Context: an optimization exercise on an open-source flow, tuned for small area. The choices shown serve that exercise and are no tape-out recipe. Function was checked by simulation only, so behaviour that the tests miss may differ from the original. Power and IR drop assume default switching activity. The clock port is modelled as an ideal driver; clocking choices that lean on that would not hold on a real chip.

==> flow/design.v <==
module reg_bank_wb #(
    parameter logic [31:0] SP_INIT = 32'd227,
    parameter logic        BYPASS  = 1'b1
) (
    input  logic        clk,
    input  logic        reset,
    input  logic        reg_write,
    input  logic [4:0]  read_reg1,
    input  logic [4:0]  read_reg2,
    input  logic [4:0]  write_reg,
    input  logic [31:0] write_data,
    output logic [31:0] read_data1,
    output logic [31:0] read_data2,
    output logic [15:0] wr_count
);
    logic [31:0] regs [1:31];
    logic        wr_accept;
    logic        fwd1, fwd2;
    assign wr_accept = reg_write & ~reset & (write_reg != 5'd0);
    logic [31:0] wd_zero, wd_sp;
    logic [31:1] wen;
    assign wd_zero = write_data & {32{~reset}};
    assign wd_sp   = reset ? SP_INIT : write_data;
    always_comb begin
        for (int i = 1; i < 32; i++) begin
            wen[i] = reset | (wr_accept && write_reg == 5'(i));
        end
    end
    for (genvar i = 1; i < 32; i++) begin : g_reg
        always_ff @(posedge clk) begin
            if (wen[i]) regs[i] <= (i == 29) ? wd_sp : wd_zero;
        end
    end
    always_ff @(posedge clk) begin
        if (reset) begin
            wr_count <= '0;
        end else if (wr_accept) begin
            wr_count <= wr_count + 16'd1;
        end
    end
    assign fwd1 = BYPASS && wr_accept && (read_reg1 == write_reg);
    assign fwd2 = BYPASS && wr_accept && (read_reg2 == write_reg);
    logic [31:0] rd1_arr, rd2_arr;
    always_comb begin
        rd1_arr = '0;
        rd2_arr = '0;
        for (int i = 1; i < 32; i++) begin
            rd1_arr = rd1_arr | ({32{read_reg1 == 5'(i)}} & regs[i]);
            rd2_arr = rd2_arr | ({32{read_reg2 == 5'(i)}} & regs[i]);
        end
    end
    assign read_data1 = fwd1 ? write_data : rd1_arr;
    assign read_data2 = fwd2 ? write_data : rd2_arr;
endmodule
==> flow/flow/run.sh <==
#!/bin/bash
# Standard synthesis, then the combinational logic re-mapped by hand
# (gen_netlist.py keeps the standard synthesis's registers, names and cell
# types), then the standard layout flow from that netlist.
set -euo pipefail
R=$PWD/orfs/results/$FLOW_PLATFORM/reg_bank_wb/base
bash standard.sh "$R/1_2_yosys.v" > synth.log 2>&1
cp "$R/1_2_yosys.v" std_netlist.v
python3 flow/gen_netlist.py std_netlist.v hand_netlist.v > gen.log 2>&1
cp hand_netlist.v "$R/1_2_yosys.v"
bash standard.sh finish "BUFFER_PORTS_ARGS=-buffer_cell sky130_fd_sc_hd__buf_1" > layout.log 2>&1
==> flow/flow/gen_netlist.py <==
#!/usr/bin/env python3
"""Write a hand-mapped gate netlist of reg_bank_wb for sky130hd.

usage: gen_netlist.py STD_NETLIST OUT_NETLIST

The registers (their instance names and cell types) are taken from the
standard synthesis netlist STD_NETLIST, so that they pair with it by name.
Everything else is mapped here by hand:
  - each read port is a one-hot AND-OR select: a222oi/a22oi cells over
    r1..r31 plus the forwarded write value, combined by nand4/nand3 + or3;
  - the one-hot selects come from 2/3-bit predecoders and are gated off by
    the forwarding hit;
  - register r<i> loads (DE) on reset or on a write to i; its D is
    write_data gated to 0 in reset (or to SP_INIT for r29);
  - wr_count is a ripple half-adder incrementer cleared by reset.
"""
import re
import sys

SP_INIT = 227
P = 'sky130_fd_sc_hd__'


class Net:
    def __init__(self):
        self.cells = []
        self.wires = []
        self.n = 0

    def wire(self, name):
        self.wires.append(name)
        return name

    def new(self, hint):
        self.n += 1
        return self.wire('n%d_%s' % (self.n, hint))

    def cell(self, typ, name, **pins):
        self.cells.append((typ, name, pins))

    def g(self, typ, out_pin, hint, **pins):
        o = self.new(hint)
        self.n += 1
        pins[out_pin] = o
        self.cell(typ, 'u%d_%s' % (self.n, hint), **pins)
        return o


def main():
    std, out = sys.argv[1], sys.argv[2]
    text = open(std).read()
    flops = {}
    for m in re.finditer(r'\b' + P + r'(\w+)\s+(\\\S+|\w+)\s*\(', text):
        typ, name = m.group(1), m.group(2)
        if 'df' not in typ:
            continue
        base = name[1:] if name.startswith('\\') else name
        r = re.match(r'regs\[(\d+)\]\[(\d+)\]\$', base)
        c = re.match(r'wr_count\[(\d+)\]\$', base)
        if r:
            flops[('r', int(r.group(1)), int(r.group(2)))] = (typ, name)
        elif c:
            flops[('c', int(c.group(1)))] = (typ, name)
        else:
            sys.exit('unexpected register ' + name)
    assert len(flops) == 31 * 32 + 16, len(flops)
    for i in range(1, 32):
        for b in range(32):
            assert flops[('r', i, b)][0].startswith('edfxtp'), flops[('r', i, b)]
    for k in range(16):
        assert flops[('c', k)][0].startswith('dfxtp'), flops[('c', k)]

    N = Net()
    g = N.g

    def inp(name, w=None):
        return name if w is None else ['%s[%d]' % (name, k) for k in range(w)]

    rst = 'reset'
    we = 'reg_write'
    ra = [inp('read_reg1', 5), inp('read_reg2', 5)]
    wa = inp('write_reg', 5)
    wd = inp('write_data', 32)

    rst_n = g(P + 'inv_2', 'Y', 'rst_n', A=rst)

    # ---- write side -------------------------------------------------
    wa_n = [g(P + 'inv_2', 'Y', 'wan%d' % k, A=wa[k]) for k in range(5)]
    wen = g(P + 'and2_1', 'X', 'wen', A=we, B=rst_n)
    # predecode: wlo[j] = we & ~reset & wa[1:0]==j, whi[k] = wa[4:2]==k
    wlo = []
    for j in range(4):
        b0 = wa[0] if j & 1 else wa_n[0]
        b1 = wa[1] if j & 2 else wa_n[1]
        wlo.append(g(P + 'and3_1', 'X', 'wlo%d' % j, A=wen, B=b0, C=b1))
    whi = []
    for k in range(8):
        bs = [wa[2 + t] if (k >> t) & 1 else wa_n[2 + t] for t in range(3)]
        whi.append(g(P + 'and3_1', 'X', 'whi%d' % k, A=bs[0], B=bs[1], C=bs[2]))
    # wdec_n[i] low when a write to r<i> is accepted; load[i] = reset | write
    wdec_n = {}
    load = {}
    for i in range(1, 32):
        wdec_n[i] = g(P + 'nand2_1', 'Y', 'wdn%d' % i, A=wlo[i % 4], B=whi[i // 4])
        load[i] = g(P + 'nand2_2', 'Y', 'load%d' % i, A=wdec_n[i], B=rst_n)
    # write data, 0 in reset (SP_INIT for r29)
    dz = [g(P + 'and2_1', 'X', 'dz%d' % b, A=wd[b], B=rst_n) for b in range(32)]
    dsp = []
    for b in range(32):
        if (SP_INIT >> b) & 1:
            dsp.append(g(P + 'or2_1', 'X', 'dsp%d' % b, A=wd[b], B=rst))
        else:
            dsp.append(dz[b])

    # registers
    q = {}
    for i in range(1, 32):
        for b in range(32):
            typ, name = flops[('r', i, b)]
            qn = N.wire('q_%d_%d' % (i, b))
            q[(i, b)] = qn
            N.cell(P + typ, name, CLK='clk', D=dsp[b] if i == 29 else dz[b],
                   DE=load[i], Q=qn)

    # accepted write: we & ~reset & wa != 0
    wnz = g(P + 'or4_1', 'X', 'wnz', A=wa[1], B=wa[2], C=wa[3], D=wa[4])
    wnz2 = g(P + 'or2_1', 'X', 'wnz2', A=wnz, B=wa[0])
    acc = g(P + 'and3_1', 'X', 'acc', A=we, B=rst_n, C=wnz2)

    # ---- wr_count ------------------------------------------------------
    cq = ['wr_count[%d]' % k for k in range(16)]
    carry = acc
    for k in range(16):
        if k < 15:
            s = N.new('cs%d' % k)
            co = N.new('cc%d' % k)
            N.n += 1
            N.cell(P + 'ha_1', 'u%d_cha%d' % (N.n, k), A=cq[k], B=carry, SUM=s, COUT=co)
        else:
            s = g(P + 'xor2_1', 'X', 'cs%d' % k, A=cq[k], B=carry)
            co = None
        d = g(P + 'and2_1', 'X', 'cd%d' % k, A=s, B=rst_n)
        typ, name = flops[('c', k)]
        N.cell(P + typ, name, CLK='clk', D=d, Q=cq[k])
        carry = co

    # ---- read ports ----------------------------------------------------
    for p in range(2):
        a = ra[p]
        a_n = [g(P + 'inv_2', 'Y', 'ra%dn%d' % (p, k), A=a[k]) for k in range(5)]
        # forwarding hit: accepted write to the same address
        x = [g(P + 'xnor2_1', 'Y', 'fx%d_%d' % (p, k), A=a[k], B=wa[k]) for k in range(5)]
        e1 = g(P + 'nand3_1', 'Y', 'fe%da' % p, A=x[0], B=x[1], C=x[2])
        e2 = g(P + 'nand3_1', 'Y', 'fe%db' % p, A=x[3], B=x[4], C=acc)
        fwd = g(P + 'nor2_2', 'Y', 'fwd%d' % p, A=e1, B=e2)
        # predecode
        lo = []
        for j in range(4):
            b0 = a[0] if j & 1 else a_n[0]
            b1 = a[1] if j & 2 else a_n[1]
            lo.append(g(P + 'and2_1', 'X', 'rlo%d_%d' % (p, j), A=b0, B=b1))
        hi = []
        for k in range(8):
            bs = [a[2 + t] if (k >> t) & 1 else a_n[2 + t] for t in range(3)]
            hi.append(g(P + 'and3_1', 'X', 'rhi%d_%d' % (p, k), A=bs[0], B=bs[1], C=bs[2]))
        # one-hot select of r<i>, off when r<i> is being written (then the
        # forwarded value is selected instead)
        sel = {}
        for i in range(1, 32):
            sel[i] = g(P + 'and3_2', 'X', 'sel%d_%d' % (p, i), A=lo[i % 4], B=hi[i // 4], C=wdec_n[i])
        # terms: (data, select) per bit
        for b in range(32):
            terms = [(q[(i, b)], sel[i]) for i in range(1, 32)] + [(wd[b], fwd)]
            ys = []
            t = 0
            while t < len(terms):
                grp = terms[t:t + 3]
                t += 3
                if len(grp) == 3:
                    ys.append(g(P + 'a222oi_1', 'Y', 'm%d_%d' % (p, b),
                                A1=grp[0][0], A2=grp[0][1], B1=grp[1][0], B2=grp[1][1],
                                C1=grp[2][0], C2=grp[2][1]))
                elif len(grp) == 2:
                    ys.append(g(P + 'a22oi_1', 'Y', 'm%d_%d' % (p, b),
                                A1=grp[0][0], A2=grp[0][1], B1=grp[1][0], B2=grp[1][1]))
                else:
                    ys.append(g(P + 'nand2_1', 'Y', 'm%d_%d' % (p, b), A=grp[0][0], B=grp[0][1]))
            zs = []
            t = 0
            while t < len(ys):
                grp = ys[t:t + 4]
                t += 4
                if len(grp) == 4:
                    zs.append(g(P + 'nand4_1', 'Y', 'z%d_%d' % (p, b), A=grp[0], B=grp[1], C=grp[2], D=grp[3]))
                elif len(grp) == 3:
                    zs.append(g(P + 'nand3_1', 'Y', 'z%d_%d' % (p, b), A=grp[0], B=grp[1], C=grp[2]))
                else:
                    zs.append(g(P + 'nand2_1', 'Y', 'z%d_%d' % (p, b), A=grp[0], B=grp[1]))
            assert len(zs) == 3
            N.cell(P + 'or3_1', 'u_rd%d_%d' % (p, b), A=zs[0], B=zs[1], C=zs[2],
                   X='read_data%d[%d]' % (p + 1, b))

    # ---- write ------------------------------------------------------------
    o = []
    o.append('module reg_bank_wb(clk, reset, reg_write, read_reg1, read_reg2, write_reg, '
             'write_data, read_data1, read_data2, wr_count);')
    o += ['  input clk;', '  input reset;', '  input reg_write;',
          '  input [4:0] read_reg1;', '  input [4:0] read_reg2;', '  input [4:0] write_reg;',
          '  input [31:0] write_data;', '  output [31:0] read_data1;',
          '  output [31:0] read_data2;', '  output [15:0] wr_count;']
    for w in N.wires:
        o.append('  wire %s;' % w)
    for typ, name, pins in N.cells:
        pl = ', '.join('.%s(%s)' % (k, v) for k, v in pins.items())
        o.append('  %s %s (%s);' % (typ, name if not name.startswith('\\') else name + ' ', pl))
    o.append('endmodule')
    open(out, 'w').write('\n'.join(o) + '\n')


if __name__ == '__main__':
    main()
==> flow/standard.sh <==
#!/bin/bash
# synth_recipe.tcl (not shown) runs the flow's synth.tcl, then flattens the netlist and writes it again
# the make line also repeats each setting of config.mk as NAME=value (left out here)
make -C /OpenROAD-flow-scripts/flow DESIGN_CONFIG=/design/flow/config.mk WORK_HOME=/design/flow/orfs CLKGATE_MAP_FILE= SYNTH_SCRIPT=/design/flow/synth_recipe.tcl "${@:-finish}"
==> flow/config.mk <==
export PLATFORM = sky130hd
export DESIGN_NAME = reg_bank_wb
export DESIGN_NICKNAME = reg_bank_wb
export VERILOG_FILES = /design/flow/design.v
export SDC_FILE = /design/flow/constraint.sdc
export NUM_CORES = 4
export LEC_CHECK = 0
export CAP_MARGIN = 20
export CORE_MARGIN = 2
export CORE_UTILIZATION = 50
export CTS_BUF_LIST = sky130_fd_sc_hd__clkbuf_16
export CTS_CLUSTER_DIAMETER = 100
export CTS_CLUSTER_SIZE = 25
export SLEW_MARGIN = 20
==> flow/constraint.sdc <==
create_clock -name core_clock -period 6.5 [get_ports {clk}]
set_input_delay 1.3000 -clock core_clock [delete_from_list [all_inputs] [get_ports {clk}]]
set_output_delay 1.3000 -clock core_clock [all_outputs]
set_load 0.01 [all_outputs]
==> results.json, run 1 <==
{
  "syn_avg_cell_area_um2": 18.03,
  "synth_area_mm2": 0.04025,
  "crit_path_start_kind": "primary input",
  "pwr-share-seq": 0.652,
  "critical_path.cell_chain": "buf_1, clkinv_2, and2_1, and3_1, nand2_1, and3_2, buf_4, a222oi_1, nand3_1, or3_1, buf_1",
  "htree_levels": 2,
  "vias": 29970,
  "drc": 0,
  "drive_gt1_frac": 0.08824,
  "setup_viol": 0,
  "reg2regPathDepth": 17,
  "swShare": 0.2423,
  "regToRegSetupSlack_ps": 3000,
  "finalHoldViolCount": 0,
  "io_buffers": 129,
  "whs_ps": 586.8,
  "crit_fanout": 18,
  "cts_tree": "done",
  "hp-start": "wr_count[12]$_SDFFE_PP0P_",
  "grt_usage": 0.3547,
  "cts-hold-fix-buffers": 0,
  "row_count": 104,
  "final_common_cell": "edfxtp_1",
  "pin_count": 130,
  "cts_inserted_buffers": 46,
  "cpLargestDelayFamily": "simple AND/OR/NAND/NOR gates",
  "insertion_delay_ps": 640,
  "crit_cells": 11,
  "final_cell_mix": "edfxtp_1 (992), a222oi_1 (640), buf_1 (129)",
  "postPlaceCellArea_mm2": 0.04247,
  "endpoint_kind": "output pin",
  "gp_congestion": 0.9048,
  "fmax_ghz": 0.1654,
  "die_h_um": 287.7,
  "tightest_slew_ps": 1293,
  "dp_hpwl_um": 85730,
  "ctsResizeCount": 0,
  "start_util": 0.5022,
  "power_mw": 12.29,
  "cp.arrival_ps": 4750,
  "fin_area_mm2": 0.04387,
  "dieArea_mm2": 0.08279,
  "cts_max_path_buffers": 3,
  "crit_top_cell": "buf_1",
  "rsz0062_at_grt": "no",
  "wl_um": 151100,
  "drtPass1Iterations": 14,
  "setup-tns-final_ps": 0,
  "r2r_end": "wr_count[15]$_SDFFE_PP0P_",
  "p_leak_nw": 14.09,
  "antenna_found_initial": 4,
  "powerDensity_mw_per_mm2": 280.1,
  "die_w_um": 287.7,
  "path_clk_slew_ps": 100,
  "cts_root_buf": "clkbuf_16",
  "avgViaCountPerCell": 8.450,
  "synth_nets": 2298,
  "synthCells": 2233,
  "clockPowerShare": 0.266,
  "drv_slew": 0,
  "hold_class": "reg -> reg",
  "preCtsSetupSlack_ps": 642.0,
  "grt_overflow": 0,
  "fp.coreArea_mm2": 0.08016,
  "max_slew_margin": 0.1378,
  "vdd_ir_drop_max_mv": 0.2635,
  "ant_nets": 0,
  "r2r-start": "wr_count[0]$_SDFFE_PP0P_",
  "fin_crit_sh": 0.9304,
  "crit_required_ps": 5200,
  "n_fill_cell": 6339,
  "grt_pass1_vias": 28800,
  "yosys_warnings": 2,
  "fin_ws_ps": 452.2,
  "drtIter0Drc": 8561,
  "areaGrowthSynthToFinish_pct": 8.977,
  "wl_per_cell_um": 42.62,
  "crit_type": "in -> out",
  "clock_skew_ps": 8.118,
  "maxCapViolCount": 0,
  "grt_pass1_wl_um": 208000,
  "internal-power_mw": 9.309,
  "clkSinkCount": 1008,
  "slowest_delay_ps": 810,
  "finalCriticalPeriod_ps": 6048,
  "outcome": "timing/DRC/antenna clean",
  "critPathBufInv": 4,
  "post_cts_buffers": 0,
  "combPwrFrac": 0.082,
  "hold_path_end": "wr_count[12]$_SDFFE_PP0P_",
  "power.switching_mw": 2.977,
  "min_path_cells": 2,
  "nNetsFinal": 2529,
  "slowest_stage": "and3_2",
  "grt_max_degree": 58
}
worst register-to-register path: cells and delay by family (launching register included):
| kind | cells | cell delay [ps] |
|---|---|---|
| flops | 1 | 330 |
| xor+xnor | 1 | 140 |
| fa+ha+maj | 15 | 2800 |
| simple gates | 1 | 130 |
registers in the layout, indices dropped and copies added (netlist names):
signal and flops:
regs 992, wr_count 16
layer usage:
metal | wire length, um | track usage | vias to the layer above
li1 | - | - | 11400
met2 | 67280 | 0.5410 | 3101
met1 | 52390 | 0.4720 | 14920
met3 | 23160 | 0.09303 | 541
met5 | 13 | 0 | -
met4 | 8291 | 0.1807 | 2
final cells by class:
cell class | count | area, um2 | share of cell area
Tap cell | 1060 | 1326 | 0.03023
Sequential cell | 1008 | 30110 | 0.6864
Antenna cell | 4 | 10.01 | 0.0002282
Clock buffer | 47 | 1176 | 0.02681
Multi-Input combinational cell | 1209 | 10140 | 0.2313
Inverter | 16 | 61.31 | 0.001398
Clock inverter | 19 | 91.34 | 0.002082
Timing Repair Buffer | 183 | 947.2 | 0.02159
per-stage QoR:
stage | utilization | cells
2_1_floorplan | - | 2233
3_3_place_gp | 0.5298 | 3473
3_5_place_dp | 0.5298 | 3473
4_1_cts | 0.5456 | 3539
5_1_grt | 0.5471 | 3542
6_report | 0.5473 | 3546
worst max-delay path by stage:
| stage | start | endpoint | slack, ps |
|---|---|---|---|
| 6_report | reset | read_data2[20] | 450 |
| 5_1_grt | reset | read_data2[20] | 460 |
| 4_1_cts | reset | read_data1[22] | 650 |
| 3_5_place_dp | reset | read_data1[22] | 640 |
| 3_3_place_gp | reset | read_data1[22] | 690 |
| 2_1_floorplan | reset | read_data1[0] | 1320 |
power by group through the flow:
stage,Clock (mW),Combinational (mW),Sequential (mW)
finish,3.27,1.00,8.01
global route,3.51,1.03,8.06
detailed placement,0,0.960,8.14
global placement,0,0.947,8.10
floorplan,0,0.492,8.05
CTS,3.29,0.963,7.99
==> run 2, diff against run 1 <==
--- a/flow/flow/run.sh
+++ b/flow/flow/run.sh
@@ -3,3 +3,4 @@
 # (gen_netlist.py keeps the standard synthesis's registers, names and cell
-# types), then the standard layout flow from that netlist.
+# types), then the standard layout flow from that netlist, with unit-size
+# port buffers and a clock tree of larger sink clusters.
 set -euo pipefail
@@ -10,2 +11,5 @@
 cp hand_netlist.v "$R/1_2_yosys.v"
-bash standard.sh finish "BUFFER_PORTS_ARGS=-buffer_cell sky130_fd_sc_hd__buf_1" > layout.log 2>&1
+bash standard.sh finish \
+  "BUFFER_PORTS_ARGS=-buffer_cell sky130_fd_sc_hd__buf_1" \
+  "CTS_ARGS=-sink_clustering_enable -repair_clock_nets -buf_list sky130_fd_sc_hd__clkbuf_16 -sink_clustering_size 28 -sink_clustering_max_diameter 100 -dont_use_dummy_load" \
+  > layout.log 2>&1
--- a/flow/flow/gen_netlist.py
+++ b/flow/flow/gen_netlist.py
@@ -10,5 +10,6 @@
     r1..r31 plus the forwarded write value, combined by nand4/nand3 + or3;
-  - the one-hot selects come from 2/3-bit predecoders and are gated off by
-    the forwarding hit;
-  - register r<i> loads (DE) on reset or on a write to i; its D is
+  - the one-hot select of r<i> comes from 2/3-bit address predecoders and is
+    off while r<i> is being written; the forwarded term is selected instead
+    (address compare with write_reg, gated by the accepted write);
+  - register r<i> loads (DE) on reset or on an accepted write to i; its D is
     write_data gated to 0 in reset (or to SP_INIT for r29);
@@ -104,3 +105,3 @@
         wdec_n[i] = g(P + 'nand2_1', 'Y', 'wdn%d' % i, A=wlo[i % 4], B=whi[i // 4])
-        load[i] = g(P + 'nand2_2', 'Y', 'load%d' % i, A=wdec_n[i], B=rst_n)
+        load[i] = g(P + 'nand2_4', 'Y', 'load%d' % i, A=wdec_n[i], B=rst_n)
     # write data, 0 in reset (SP_INIT for r29)
==> run 2 against run 1 <==
Net effect:
- combinational power is 8% higher
- first-iteration DRC count fell by 6.9%
- die area increased by 0.38%
- non-clock buffer count is 43 lower
- power shrank 0.89%
- largest power group unchanged
==> results.json, run 2 <==
{
  "die_h_um": 288.3,
  "wl_um": 150400,
  "drtIter0Drc": 7974,
  "yosys_warnings": 2,
  "clkSinkCount": 1008,
  "ctsResizeCount": 0,
  "final_cell_mix": "edfxtp_1 (992), a222oi_1 (640), buf_1 (129)",
  "cts_tree": "done",
  "nNetsFinal": 2483,
  "top_regs": "regs x992, wr_count x16",
  "ff_latch_area_mm2": 0.03011,
  "vias": 29290,
  "htree_levels": 2,
  "setup-tns-final_ps": 0,
  "final_common_cell": "edfxtp_1",
  "synthCells": 2233,
  "synth_nets": 2298,
  "rsz0062_at_grt": "no",
  "cp.arrival_ps": 4730,
  "whs_ps": 583.2,
  "avgViaCountPerCell": 8.412,
  "cts-hold-fix-buffers": 0,
  "largest_register_ffs": 992,
  "combPwrFrac": 0.089,
  "dp_hpwl_um": 82320,
  "finalHoldViolCount": 0,
  "p_leak_nw": 13.76,
  "grt_max_degree": 50,
  "drive_gt1_frac": 0.07699,
  "hold_class": "reg -> reg",
  "crit_path_start_kind": "primary input",
  "swShare": 0.2464,
  "gp_congestion": 1.011,
  "path_clk_slew_ps": 100,
  "clock_skew_ps": 26.24,
  "setup_viol": 0,
  "tightest_slew_ps": 1280,
  "pwr-share-seq": 0.658,
  "endpoint_kind": "output pin",
  "wl_met3_um": 23830,
  "synth_area_mm2": 0.04041,
  "post_cts_buffers": 0,
  "crit_type": "in -> out",
  "power_mw": 12.18,
  "grt_pass1_vias": 28180,
  "syn_avg_cell_area_um2": 18.10,
  "fmax_ghz": 0.1659,
  "io_buffers": 129,
  "n_fill_cell": 6331,
  "grt_pass1_wl_um": 207300,
  "fp.coreArea_mm2": 0.08029,
  "top_register": "regs",
  "crit_required_ps": 5200,
  "max_slew_margin": 0.1464,
  "vdd_ir_drop_max_mv": 0.2265,
  "top_layer": "met5",
  "grt_usage": 0.3526,
  "dieArea_mm2": 0.08311,
  "drv_slew": 0,
  "row_count": 104,
  "powerDensity_mw_per_mm2": 280.3,
  "multi_input_area_mm2": 0.01027,
  "drc": 0,
  "maxCapViolCount": 0,
  "outcome": "timing/DRC/antenna clean",
  "finalCriticalPeriod_ps": 6026,
  "power.switching_mw": 3.000,
  "cts_root_buf": "clkbuf_16",
  "die_w_um": 288.3,
  "crit_fanout": 32,
  "antenna_found_initial": 5,
  "stdcell_count": 3482,
  "fin_util": 0.5410,
  "cts_max_path_buffers": 3,
  "drtPass1Iterations": 10,
  "internal-power_mw": 9.176,
  "pin_count": 130,
  "cts_inserted_buffers": 43,
  "drt-met1-wl_um": 50820,
  "ant_nets": 0,
  "areaGrowthSynthToFinish_pct": 7.500,
  "wl_per_cell_um": 43.21,
  "grt_overflow": 0,
  "start_util": 0.5033,
  "dp_cells": 3432,
  "fin_crit_sh": 0.9271,
  "dr_wl_met2_um": 67350,
  "clockPowerShare": 0.253,
  "insertion_delay_ps": 610
}
-- run 2: cell types whose count changed in the layout (fill, tap and decap cells not counted), sizes merged --
cell	before	now
buf	183	140
clkbuf	47	43
diode	4	6
clkinv	2	0
inv	33	16
-- run 2: area by class of cell --
cell class / count / share of cell area
diodes: 6 / 0.0003457
clock buffers: 43 / 0.02477
inverters: 16 / 0.001440
multi-input cells: 1209 / 0.2365
flip-flops and latches: 1008 / 0.6931
well taps: 1060 / 0.03053
repair buffers: 140 / 0.01322
-- run 2: critical path, cell delays in order --
cell      delay [ps]
buf_1            200
inv_4             90
and2_1           170
and3_1           430
nand2_1          190
and3_2           670
a222oi_1         580
nand4_1          320
or3_1            570
buf_1            190
-- run 2: power by group through the flow --
stage | Clock, mW | Sequential [mW] | Combinational (mW)
2_1_floorplan | 0 | 8.05 | 0.501
3_3_place_gp | 0 | 8.10 | 1.02
3_5_place_dp | 0 | 8.14 | 1.03
4_1_cts | 3.10 | 7.99 | 1.04
5_1_grt | 3.33 | 8.05 | 1.10
6_report | 3.08 | 8.01 | 1.08
-- run 2: layer usage --
metal  GRT usage  vias up
met5           0        -
met4      0.1838        2
met1      0.4627    14710
met3     0.09763      419
met2      0.5400     2887
li1            -    11280
-- run 2: through the flow --
step | cell area, um2 | setup WS, ps
6_report | 43440 | 473.8
5_1_grt | 43420 | 458.0
4_1_cts | 43380 | 658.3
3_5_place_dp | 42310 | 658.5
3_3_place_gp | 42310 | 728.8
2_1_floorplan | 40410 | 807.7
-- run 2: worst paths after layout --
check	slack, ps	from	endpoint	depth (start not counted)
max	470	reset	read_data2[24]	10
min	580	wr_count[15]$_SDFFE_PP0P_	wr_count[15]$_SDFFE_PP0P_	2
max reg2reg	3090	wr_count[0]$_SDFFE_PP0P_	wr_count[15]$_SDFFE_PP0P_	17
min reg2reg	580	wr_count[15]$_SDFFE_PP0P_	wr_count[15]$_SDFFE_PP0P_	2
==> run 3, diff against run 2 <==
--- a/flow/flow/run.sh
+++ b/flow/flow/run.sh
@@ -13,3 +13,3 @@
   "BUFFER_PORTS_ARGS=-buffer_cell sky130_fd_sc_hd__buf_1" \
-  "CTS_ARGS=-sink_clustering_enable -repair_clock_nets -buf_list sky130_fd_sc_hd__clkbuf_16 -sink_clustering_size 28 -sink_clustering_max_diameter 100 -dont_use_dummy_load" \
+  "CTS_ARGS=-sink_clustering_enable -repair_clock_nets -buf_list sky130_fd_sc_hd__clkbuf_16 -sink_clustering_size 32 -sink_clustering_max_diameter 100 -dont_use_dummy_load" \
   > layout.log 2>&1
--- a/flow/config.mk
+++ b/flow/config.mk
@@ -9,6 +9,6 @@
 export CORE_MARGIN = 2
-export CORE_UTILIZATION = 50
+export CORE_UTILIZATION = 70
 export CTS_BUF_LIST = sky130_fd_sc_hd__clkbuf_16
 export CTS_CLUSTER_DIAMETER = 100
-export CTS_CLUSTER_SIZE = 25
+export CTS_CLUSTER_SIZE = 32
 export SLEW_MARGIN = 20
==> run 3 against run 2 <==
Net effect:
- critical endpoint is now read_data2[25]
- die area down 28%
- highest routed layer unchanged
- critical path type unchanged
- still clean on timing, DRC and antenna
- largest cell class unchanged
- clock-buffer cell count shrank 5
- sequential share of layout area rose by 0.87 points
- core utilization increased by 21 points
- register-to-register slack barely moved
- global-route usage is 10 points higher
- cell count is 8.7% lower
==> results.json, run 3 <==
{
  "outcome": "timing/DRC/antenna clean",
  "grt_usage": 0.4529,
  "r2r_end": "wr_count[15]$_SDFFE_PP0P_",
  "die_h_um": 244.3,
  "antenna_found_initial": 13,
  "cts_root_buf": "clkbuf_16",
  "vdd_ir_drop_max_mv": 0.3458,
  "whs_ps": 582.8,
  "setup_viol": 0,
  "crit_start": "reset",
  "cts-hold-fix-buffers": 0,
  "r2r-start": "wr_count[0]$_SDFFE_PP0P_",
  "power_mw": 11.93,
  "post_cts_buffers": 0,
  "crit_type": "in -> out",
  "finalCriticalPeriod_ps": 6111,
  "fin_ws_ps": 389.4,
  "setup-tns-final_ps": 0,
  "reg2regPathDepth": 17,
  "cts_tree": "done",
  "grt_max_degree": 68,
  "wl_per_cell_um": 43.39,
  "crit_fanout": 32,
  "clkSinkCount": 1008,
  "path_clk_slew_ps": 70,
  "fp.coreArea_mm2": 0.05737,
  "cts_inserted_buffers": 38,
  "fin_area_mm2": 0.04290,
  "stdcell_count": 3179,
  "ctsResizeCount": 0,
  "top_register": "regs",
  "largest_register_ffs": 992,
  "drtPass1Iterations": 17,
  "grt_overflow": 0,
  "fmax_ghz": 0.1637,
  "endpoint_kind": "output pin",
  "crit_end": "read_data2[25]",
  "rsz0062_at_grt": "no",
  "powerDensity_mw_per_mm2": 278.1,
  "preCtsSetupSlack_ps": 773.1,
  "synth_area_mm2": 0.04041,
  "cts_max_path_buffers": 3,
  "postPlaceCellArea_mm2": 0.04190,
  "hold_class": "reg -> reg",
  "vias": 29970,
  "synthCells": 2233,
  "row_count": 88,
  "tightest_slew_ps": 1159,
  "drc": 0,
  "max_slew_margin": 0.2276,
  "cp.arrival_ps": 4810,
  "maxCapViolCount": 0,
  "fin_crit_sh": 0.9401,
  "drive_gt1_frac": 0.06941,
  "finalHoldViolCount": 0,
  "io_buffers": 129,
  "gp_congestion": 0.9992,
  "final_cell_mix": "edfxtp_1 (992), a222oi_1 (640), buf_1 (129)",
  "synth_nets": 2298,
  "top_regs": "regs x992, wr_count x16",
  "p_leak_nw": 13.66,
  "nNetsFinal": 2473,
  "start_util": 0.7044,
  "htree_levels": 2,
  "regToRegSetupSlack_ps": 3080,
  "areaGrowthSynthToFinish_pct": 6.168,
  "clock_skew_ps": 37.72,
  "die_w_um": 244.3,
  "grt_pass1_wl_um": 193100,
  "pin_count": 130,
  "dp_cells": 3132,
  "grt_pass1_vias": 28540,
  "drtIter0Drc": 9929,
  "dp_hpwl_um": 74650,
  "dieArea_mm2": 0.05966,
  "ant_nets": 0,
  "fin_util": 0.7478,
  "insertion_delay_ps": 610,
  "wl_um": 137900,
  "crit_path_start_kind": "primary input",
  "drv_slew": 0,
  "crit_required_ps": 5200,
  "avgViaCountPerCell": 9.428,
  "yosys_warnings": 2,
  "syn_avg_cell_area_um2": 18.10,
  "final_common_cell": "edfxtp_1"
}
==> run 3: worst min path at each step <==
stage | end | start | cells past startpoint | slack, ps
after floorplan | wr_count[15]$_SDFFE_PP0P_ | wr_count[15]$_SDFFE_PP0P_ | 2 | 600
after global placement | wr_count[0]$_SDFFE_PP0P_ | wr_count[0]$_SDFFE_PP0P_ | 2 | 560
after CTS | wr_count[0]$_SDFFE_PP0P_ | wr_count[0]$_SDFFE_PP0P_ | 2 | 590
after detailed placement | wr_count[12]$_SDFFE_PP0P_ | wr_count[12]$_SDFFE_PP0P_ | 2 | 570
after global routing | wr_count[0]$_SDFFE_PP0P_ | wr_count[0]$_SDFFE_PP0P_ | 2 | 610
final | wr_count[0]$_SDFFE_PP0P_ | wr_count[0]$_SDFFE_PP0P_ | 2 | 580
==> run 3: critical path, stage by stage <==
cell,delay [ps]
buf_1,170
inv_4,80
and2_1,180
and3_1,470
nand2_1,200
and3_2,600
a222oi_1,510
nand4_1,550
or3_1,560
buf_1,140
==> run 3: cell type report <==
cell class	count	area, um2
antenna	8	20.02
clock buffer	38	950.9
fill	3352	14470
inverter	16	62.56
multi-input combinational	1209	10260
sequential	1008	30110
tap	765	957.2
timing repair buffer	135	536.8
==> run 3: layer usage <==
layer	global-route usage	vias to the layer above	share of wire
met5	0	-	0.00067
met4	0.2873	12	0.080
met3	0.1535	705	0.19
met2	0.6617	3716	0.43
met1	0.5900	14270	0.30
li1	-	11270	-
==> run 3: power breakdown <==
part | internal, mW | total [mW] | switching (mW)
Sequential | 7.74 | 8.04 | 0.297
Clock | 1.06 | 2.85 | 1.79
Combinational | 0.244 | 1.04 | 0.794
Total | 9.05 | 11.9 | 2.88

## re-timing with driven ports
Ports are ideal in the flow. The routed layouts listed here were re-timed in OpenROAD. Step 1 (the two cells are an assumption about what drives the block):
set clk [get_ports {clk}]
set_driving_cell -lib_cell sky130_fd_sc_hd__clkbuf_16 $clk
set_driving_cell -lib_cell sky130_fd_sc_hd__buf_2 [delete_from_list [all_inputs] $clk]
Step 2 adds t to the input delays and takes it off the output delays; t is the mean of the earliest and latest rising clock arrival at the registers after step 1. Input paths then give back, and output paths get back, about the clock's delay inside the block. a / b / c = ideal / step 1 / step 2; a / b = the first two.
run	t (ns)	slack for setup (ns)	clock arrival spread, ns	slew at the worst register clock pin (ns)
run 1	0.702	0.452 / 0.427 / 0.427	0.027 / 0.026	0.10 / 0.10
run 2	0.684	0.474 / 0.453 / 0.453	0.075 / 0.075	0.12 / 0.12
run 3	0.662	0.389 / 0.364 / 0.364	0.068 / 0.067	0.12 / 0.12
After both steps setup and hold are still met in every run listed.
